This is an optimization exercise on Yosys and OpenROAD, whose aim is small area, not a production implementation.
The RTL was checked by simulation tests, not by an equivalence proof against the original design.

== xenon ==
Design bi_link_top, start of the top module:
module bi_link_top (
    input  logic                      clk,
    input  logic                      rst_n,
    input  logic [bi_pkg::DATA_W-1:0] in_data_i,
    input  logic                      in_valid_i,
    output logic                      in_ready_o,
    output logic [bi_pkg::DATA_W-1:0] out_data_o,
    output logic                      out_valid_o,
    input  logic                      out_ready_i,
    output bi_pkg::link_word_t        link_o,
    input  logic                      stat_req_i,
    output logic                      stat_valid_o,
    output logic [bi_pkg::BIN_W-1:0]  stat_bin_o,
    output logic [bi_pkg::SUM_W-1:0]  stat_sum_o
);
==> flow/config.mk <==
export PLATFORM = sky130hd
export DESIGN_NAME = bi_link_top
export DESIGN_NICKNAME = bi_link_top
export VERILOG_FILES = /design/flow/design.v
export SDC_FILE = /design/flow/constraint.sdc
export NUM_CORES = 4
export LEC_CHECK = 0
export ABC_AREA = 1
export CAP_MARGIN = 0
export CORE_MARGIN = 2
export CORE_UTILIZATION = 60
export SLEW_MARGIN = 0
==> flow/constraint.sdc <==
create_clock -name core_clock -period 12.0 [get_ports {clk}]
set_input_delay 2.4000 -clock core_clock [delete_from_list [all_inputs] [get_ports {clk}]]
set_output_delay 2.4000 -clock core_clock [all_outputs]
set_load 0.01 [all_outputs]
standard.sh (not shown) runs the stock make flow with config.mk's settings and CLKGATE_MAP_FILE= SYNTH_SCRIPT=/design/flow/synth_recipe.tcl, a recipe that flattens the netlist after the stock synthesis.
==> flow/flow/run.sh <==
#!/bin/bash
# Standard layout with three changes:
#  - synthesis maps the logic with an area-oriented ABC script (flow/abc_area.script);
#    everything else in synthesis, registers included, is the standard synthesis
#  - the port buffers use the smallest buffer cell
#  - clock tree synthesis uses larger sink clusters and no dummy loads
set -euo pipefail
W=$(pwd)
# the standard synthesis script, with only the ABC script swapped
sed "s|^source \$::env(SCRIPTS_DIR)/synth_preamble.tcl|&\nset abc_args [lreplace \$abc_args 1 1 $W/flow/abc_area.script]|" \
    "$FLOW_HOME/scripts/synth.tcl" > "$W/area_synth_body.tcl"
grep -q "abc_area.script\]" "$W/area_synth_body.tcl"
sed "s|source \$::env(SCRIPTS_DIR)/synth.tcl|source $W/area_synth_body.tcl|" "$W/synth_recipe.tcl" > "$W/area_synth.tcl"
grep -q "area_synth_body.tcl" "$W/area_synth.tcl"
sed "s|SYNTH_SCRIPT=[^ ]*|SYNTH_SCRIPT=$W/area_synth.tcl|" "$W/standard.sh" > "$W/area_standard.sh"
grep -q "SYNTH_SCRIPT=$W/area_synth.tcl" "$W/area_standard.sh"
export BUFFER_PORTS_ARGS="-buffer_cell sky130_fd_sc_hd__buf_1"
export CTS_ARGS="-sink_clustering_enable -repair_clock_nets -sink_clustering_size 20 -sink_clustering_max_diameter 60 -buf_list \"sky130_fd_sc_hd__clkbuf_8 sky130_fd_sc_hd__clkbuf_16\" -dont_use_dummy_load"
bash "$W/area_standard.sh" > "$W/standard.log" 2>&1
==> flow/flow/abc_area.script <==
strash
&get -n
&fraig -x
&put
dc2
strash
&get -n
&dch -f
&nf -a -p -R 1000
&put
topo
dnsize -c
xenon did not stop at any stage, and its layout met the timing, design-rule and antenna checks.
Input-level comparison between juniper and xenon:
-- flow/flow/run.sh --
<<< xenon, line 17
export BUFFER_PORTS_ARGS="-buffer_cell sky130_fd_sc_hd__buf_1"
export CTS_ARGS="-sink_clustering_enable -repair_clock_nets -sink_clustering_size 20 -sink_clustering_max_diameter 60 -buf_list \"sky130_fd_sc_hd__clkbuf_8 sky130_fd_sc_hd__clkbuf_16\" -dont_use_dummy_load"
bash "$W/area_standard.sh" > "$W/standard.log" 2>&1
>>> juniper, line 17
export BUFFER_PORTS_ARGS="-buffer_cell sky130_fd_sc_hd__buf_1"
export CTS_ARGS="-sink_clustering_enable -repair_clock_nets -sink_clustering_size 30 -sink_clustering_max_diameter 80 -buf_list sky130_fd_sc_hd__clkbuf_16 -dont_use_dummy_load"
bash "$W/area_standard.sh" > "$W/standard.log" 2>&1
-- flow/flow/abc_area.script --
<<< xenon, line 11
topo
dnsize -c
>>> juniper, line 11
topo
stime -c
buffer -c
upsize -c
dnsize -c
-- flow/config.mk --
<<< xenon, line 10
export CORE_MARGIN = 2
export CORE_UTILIZATION = 60
export SLEW_MARGIN = 0
>>> juniper, line 10
export CORE_MARGIN = 2
export CORE_UTILIZATION = 75
export SLEW_MARGIN = 0
The area after synthesis in juniper sits 280 um2 above the value recorded for xenon. Compared to xenon, juniper has worst setup slack 0.11 ns higher. juniper vs xenon: final design instance area without fill down by a few percent. Measured against each other, juniper and xenon differ in number of buffers other than clock buffers in the final layout, the lower figure coming from juniper. juniper has wire length of the first global-routing pass below what xenon had. Of juniper and xenon, juniper shows the higher first-iteration DRC count, with xenon below it. juniper: arrival time reported for the critical path endpoint lower than xenon. Sort juniper and xenon by die area, ascending, and juniper comes first.
#### Input delta (tundra over juniper)
-- flow/flow/abc_area.script --
<<< juniper, line 11
topo
stime -c
buffer -c
upsize -c
dnsize -c
>>> tundra, line 11
topo
dnsize -c
## What came out
Final cell count essentially unchanged between tundra and juniper.
Going from juniper to tundra, final routed wirelength across all metal layers climbed about 2.8%.
tundra vs juniper: final worst hold slack up
Side by side, shortest period the worst path allows turned out higher in tundra than in juniper.
Inputs modified between tundra and raven:
-- flow/flow/run.sh --
<<< tundra, line 17
export BUFFER_PORTS_ARGS="-buffer_cell sky130_fd_sc_hd__buf_1"
export CTS_ARGS="-sink_clustering_enable -repair_clock_nets -sink_clustering_size 30 -sink_clustering_max_diameter 80 -buf_list sky130_fd_sc_hd__clkbuf_16 -dont_use_dummy_load"
bash "$W/area_standard.sh" > "$W/standard.log" 2>&1
>>> raven, line 17
export BUFFER_PORTS_ARGS="-buffer_cell sky130_fd_sc_hd__buf_1"
export CTS_ARGS="-sink_clustering_enable -repair_clock_nets -sink_clustering_size 16 -sink_clustering_max_diameter 50 -buf_list sky130_fd_sc_hd__clkbuf_8 -dont_use_dummy_load"
bash "$W/area_standard.sh" > "$W/standard.log" 2>&1
-- flow/config.mk --
<<< tundra, line 10
export CORE_MARGIN = 2
export CORE_UTILIZATION = 75
export SLEW_MARGIN = 0
>>> raven, line 10
export CORE_MARGIN = 2
export CORE_UTILIZATION = 60
export SLEW_MARGIN = 0
==> comparison <==
- From tundra to raven the numbers moved as follows: clock network contribution to total cell area increased 0.44 points; number of non-clock buffers in the layout increased 2; summed area of non-filler cells in the final layout increased about 1.1%; total met3 wirelength after detailed routing decreased 11%.
- Relative to tundra, first-iteration DRC count decreased by 19% in raven.

* * *

Setup of run A:
bi_link_top, a different RTL version from the one above (not shown whole).
Size: about 1,900 cells after synthesis, about 450 flip-flops, about 0.022 mm² of cells after synthesis.
clock: 12.0 ns
lec_check: 0
abc_area: 1
cap_margin: 20
core_margin: 2
core_utilization: 40
cts_buf_list: sky130_fd_sc_hd__clkbuf_16
cts_cluster_diameter: 60
cts_cluster_size: 24
slew_margin: 20
run.sh (not shown) runs the stock make flow with config.mk's settings and CLKGATE_MAP_FILE= SYNTH_SCRIPT=/design/flow/synth_recipe.tcl, a recipe that flattens the netlist after the stock synthesis.
Stock flow here: none of the scripts above is used.
> inputs changed (run A -> run B)
Settings: a deleted CTS_BUF_LIST that had been sky130_fd_sc_hd__clkbuf_16; a deleted CTS_CLUSTER_DIAMETER that had been 60; a deleted CTS_CLUSTER_SIZE that had been 24.
Notes after the runs:
Comparing run A and run B, the higher count of clock-buffer cells in the layout is on run B. Between run B and run A, it is run B whose total clock buffers created by CTS is higher, by 12. Wire length of the first global-routing pass, run B vs run A: up slightly. From run B to run A, largest net degree at the start of global routing did not move at all. Relative to run A, the proportion of cell area spent on the clock network of run B is higher by 1.1 points. Summary of run B over run A: overall track demand over capacity in global routing barely changed; design area climbed 1.2%; fraction of area in registers dropped 0.55 points.
Input-level comparison between run C and run B:
==> flow/flow/run.sh (new file) <==
#!/bin/bash
# Standard layout with two changes: the port buffers use the smallest buffer
# cell, and clock tree synthesis uses larger sink clusters without dummy loads.
set -euo pipefail
export BUFFER_PORTS_ARGS="-buffer_cell sky130_fd_sc_hd__buf_1"
export CTS_ARGS="-sink_clustering_enable -repair_clock_nets -sink_clustering_size 30 -sink_clustering_max_diameter 80 -buf_list sky130_fd_sc_hd__clkbuf_16 -dont_use_dummy_load"
bash standard.sh > standard.log 2>&1
==> flow/standard.sh (new file) <==
#!/bin/bash
# synth_recipe.tcl (not shown) runs the flow's synth.tcl, then flattens the netlist and writes it again
# the make line also repeats each setting of config.mk as NAME=value (left out here)
make -C /OpenROAD-flow-scripts/flow DESIGN_CONFIG=/design/flow/config.mk WORK_HOME=/design/flow/orfs CLKGATE_MAP_FILE= SYNTH_SCRIPT=/design/flow/synth_recipe.tcl "${@:-finish}"
removed: flow/run.sh
[summary]
- On final critical-path share of the clock period: run C sits above run B.
- Run C vs. run B: maximum frequency saw a decrease.

* * *

RTL: one of the versions met above, not the one the previous note started from.
Size: ~1500 cells after synthesis, roughly 20000 um^2 of cells after synthesis.
## bi_link_top
module bi_link_top (
    input  logic                      clk,
    input  logic                      rst_n,
    input  logic [bi_pkg::DATA_W-1:0] in_data_i,
    input  logic                      in_valid_i,
    output logic                      in_ready_o,
    output logic [bi_pkg::DATA_W-1:0] out_data_o,
    output logic                      out_valid_o,
    input  logic                      out_ready_i,
    output bi_pkg::link_word_t        link_o,
    input  logic                      stat_req_i,
    output logic                      stat_valid_o,
    output logic [bi_pkg::BIN_W-1:0]  stat_bin_o,
    output logic [bi_pkg::SUM_W-1:0]  stat_sum_o
);
    logic [bi_pkg::DATA_W-1:0]  tx_data;
    logic                       tx_ready;
    logic                       tx_full;
    logic                       load;
    logic [bi_pkg::DATA_W-1:0]  link_raw;
    logic [bi_pkg::NUM_SEG-1:0] link_inv;
    logic                       link_full;
    logic                       link_ready;
    logic [bi_pkg::NUM_SEG-1:0] code_inv;
    logic [4*3-1:0]             seg_tog;
    bi_tx_stage u_tx_stage (
        .clk        (clk),
  ...
Settings: LEC_CHECK=0, ABC_AREA=1, CAP_MARGIN=0, CORE_MARGIN=2, CORE_UTILIZATION=60, SLEW_MARGIN=0; clock period 12.0 ns.
standard.sh (not shown) runs the stock make flow with config.mk's settings and CLKGATE_MAP_FILE= SYNTH_SCRIPT=/design/flow/synth_recipe.tcl, a recipe that flattens the netlist after the stock synthesis.
==> flow/flow/run.sh <==
#!/bin/bash
# Standard layout with three changes:
#  - synthesis maps the logic with an area-oriented ABC script (flow/abc_area.script);
#    everything else in synthesis, registers included, is the standard synthesis
#  - the port buffers use the smallest buffer cell
#  - clock tree synthesis uses larger sink clusters and no dummy loads
set -euo pipefail
W=$(pwd)
# the standard synthesis script, with only the ABC script swapped
sed "s|^source \$::env(SCRIPTS_DIR)/synth_preamble.tcl|&\nset abc_args [lreplace \$abc_args 1 1 $W/flow/abc_area.script]|" \
    "$FLOW_HOME/scripts/synth.tcl" > "$W/area_synth_body.tcl"
grep -q "abc_area.script\]" "$W/area_synth_body.tcl"
sed "s|source \$::env(SCRIPTS_DIR)/synth.tcl|source $W/area_synth_body.tcl|" "$W/synth_recipe.tcl" > "$W/area_synth.tcl"
grep -q "area_synth_body.tcl" "$W/area_synth.tcl"
sed "s|SYNTH_SCRIPT=[^ ]*|SYNTH_SCRIPT=$W/area_synth.tcl|" "$W/standard.sh" > "$W/area_standard.sh"
grep -q "SYNTH_SCRIPT=$W/area_synth.tcl" "$W/area_standard.sh"
export BUFFER_PORTS_ARGS="-buffer_cell sky130_fd_sc_hd__buf_1"
export CTS_ARGS="-sink_clustering_enable -repair_clock_nets -sink_clustering_size 30 -sink_clustering_max_diameter 80 -buf_list sky130_fd_sc_hd__clkbuf_16 -dont_use_dummy_load"
bash "$W/area_standard.sh" > "$W/standard.log" 2>&1
==> flow/flow/abc_area.script <==
strash
&get -n
&fraig -x
&put
dc2
strash
&get -n
&dch -f
&nf -a -p -R 1000
&put
topo
dnsize -c
The baseline passed the timing, design-rule and antenna checks.
Next try:
--- a/flow/flow/run.sh
+++ b/flow/flow/run.sh
@@ -18 +18 @@
-export CTS_ARGS="-sink_clustering_enable -repair_clock_nets -sink_clustering_size 30 -sink_clustering_max_diameter 80 -buf_list sky130_fd_sc_hd__clkbuf_16 -dont_use_dummy_load"
+export CTS_ARGS="-sink_clustering_enable -repair_clock_nets -sink_clustering_size 33 -sink_clustering_max_diameter 60 -buf_list sky130_fd_sc_hd__clkbuf_16 -dont_use_dummy_load"
After rerunning: Utilization came out higher by 1.0 points. Clock-buffer cell count came out higher by 14. Via count came out higher by 1.1%. Worst setup slack improved by 0.041 ns. Routed wire length came out higher by 0.83%. Design area goes up by 1.6%. Synthesized area stays the same. Flip-flop and latch count is unchanged.

* * *

bi_link_top with an RTL version that a note above also has.
Size: about 450 flip-flops, about 140 I/O pins, about 0.022 sq mm of cells after synthesis.
==> flow/config.mk <==
export PLATFORM = sky130hd
export DESIGN_NAME = bi_link_top
export DESIGN_NICKNAME = bi_link_top
export VERILOG_FILES = /design/flow/design.v
export SDC_FILE = /design/flow/constraint.sdc
export NUM_CORES = 4
export LEC_CHECK = 0
export ABC_AREA = 1
export CAP_MARGIN = 20
export CORE_MARGIN = 2
export CORE_UTILIZATION = 40
export SLEW_MARGIN = 20
==> flow/constraint.sdc <==
create_clock -name core_clock -period 12.0 [get_ports {clk}]
set_input_delay 2.4000 -clock core_clock [delete_from_list [all_inputs] [get_ports {clk}]]
set_output_delay 2.4000 -clock core_clock [all_outputs]
set_load 0.01 [all_outputs]
==> flow/flow/run.sh <==
#!/bin/bash
# Standard layout with two changes: the port buffers use the smallest buffer
# cell, and clock tree synthesis uses larger sink clusters without dummy loads.
set -euo pipefail
export BUFFER_PORTS_ARGS="-buffer_cell sky130_fd_sc_hd__buf_1"
export CTS_ARGS="-sink_clustering_enable -repair_clock_nets -sink_clustering_size 24 -sink_clustering_max_diameter 60 -buf_list sky130_fd_sc_hd__clkbuf_16 -dont_use_dummy_load"
bash standard.sh > standard.log 2>&1
The baseline completed with no timing, DRC or antenna violations.
==> next run, changes <==
==> flow/run.sh (new file) <==
#!/bin/bash
# synth_recipe.tcl (not shown) runs the flow's synth.tcl, then flattens the netlist and writes it again
# the make line also repeats each setting of config.mk as NAME=value (left out here)
make -C /OpenROAD-flow-scripts/flow DESIGN_CONFIG=/design/flow/config.mk WORK_HOME=/design/flow/orfs CLKGATE_MAP_FILE= SYNTH_SCRIPT=/design/flow/synth_recipe.tcl finish
CTS_BUF_LIST = sky130_fd_sc_hd__clkbuf_4   (was unset)
removed: flow/flow/run.sh
removed: flow/standard.sh
Hold slack gets better by 0.0079 ns; synthesized area does not change; wire length rose by 5.6%; core utilization rose by 2.8 points; worst setup slack gets better by 0.13 ns; final area rose by 6.4%.
==> next run, changes <==
CTS_BUF_LIST = sky130_fd_sc_hd__clkbuf_16   (was sky130_fd_sc_hd__clkbuf_4)
CTS_CLUSTER_DIAMETER = 50   (was unset)
CTS_CLUSTER_SIZE = 18   (was unset)
The new run completed with no timing, DRC or antenna violations.
Register-to-register slack stays flat.
Core utilization increases by 0.16 points.
Via count decreases by 3.0%.

## afterwards: timing with drivers on the ports
No port has a modelled driver above. Below, the same layouts with a new extraction and two added sets of constraints.
Step 1: set_driving_cell puts a clkbuf_16 on clk and a buf_2 on each other input, an assumption about the parent block.
Step 2, shift: input delay + t, output delay - t, t = (earliest + latest rising clock arrival at the registers) / 2. This alone moves slack from input paths to output paths.
Three values: no drivers, after step 1, after step 2; two values: the first two.
| run | t, ns | slack for setup (ns) | worst setup path after step 2 |
|---|---|---|---|
| xenon | 0.575 | 2.867 / 2.867 / 2.867 | register to register |
| juniper | 0.578 | 2.980 / 2.980 / 2.980 | register to register |
| tundra | 0.577 | 2.677 / 2.677 / 2.677 | register to register |
| raven | 0.629 | 2.766 / 2.766 / 2.766 | register to register |
| run A | 0.615 | 2.755 / 2.755 / 2.755 | register to register |
| run B | 0.629 | 2.762 / 2.762 / 2.762 | register to register |
| run C | 0.602 | 2.652 / 2.652 / 2.652 | register to register |
| the first run of note 3 | 0.590 | 2.777 / 2.777 / 2.777 | register to register |
| the second run of note 3 | 0.590 | 2.818 / 2.818 / 2.818 | register to register |
| the first run of note 4 | 0.577 | 2.619 / 2.619 / 2.619 | register to register |
| the second run of note 4 | 0.900 | 2.744 / 2.744 / 2.744 | register to register |
| the third run of note 4 | 0.631 | 2.758 / 2.758 / 2.758 | register to register |
After both steps every run listed still meets setup and hold.
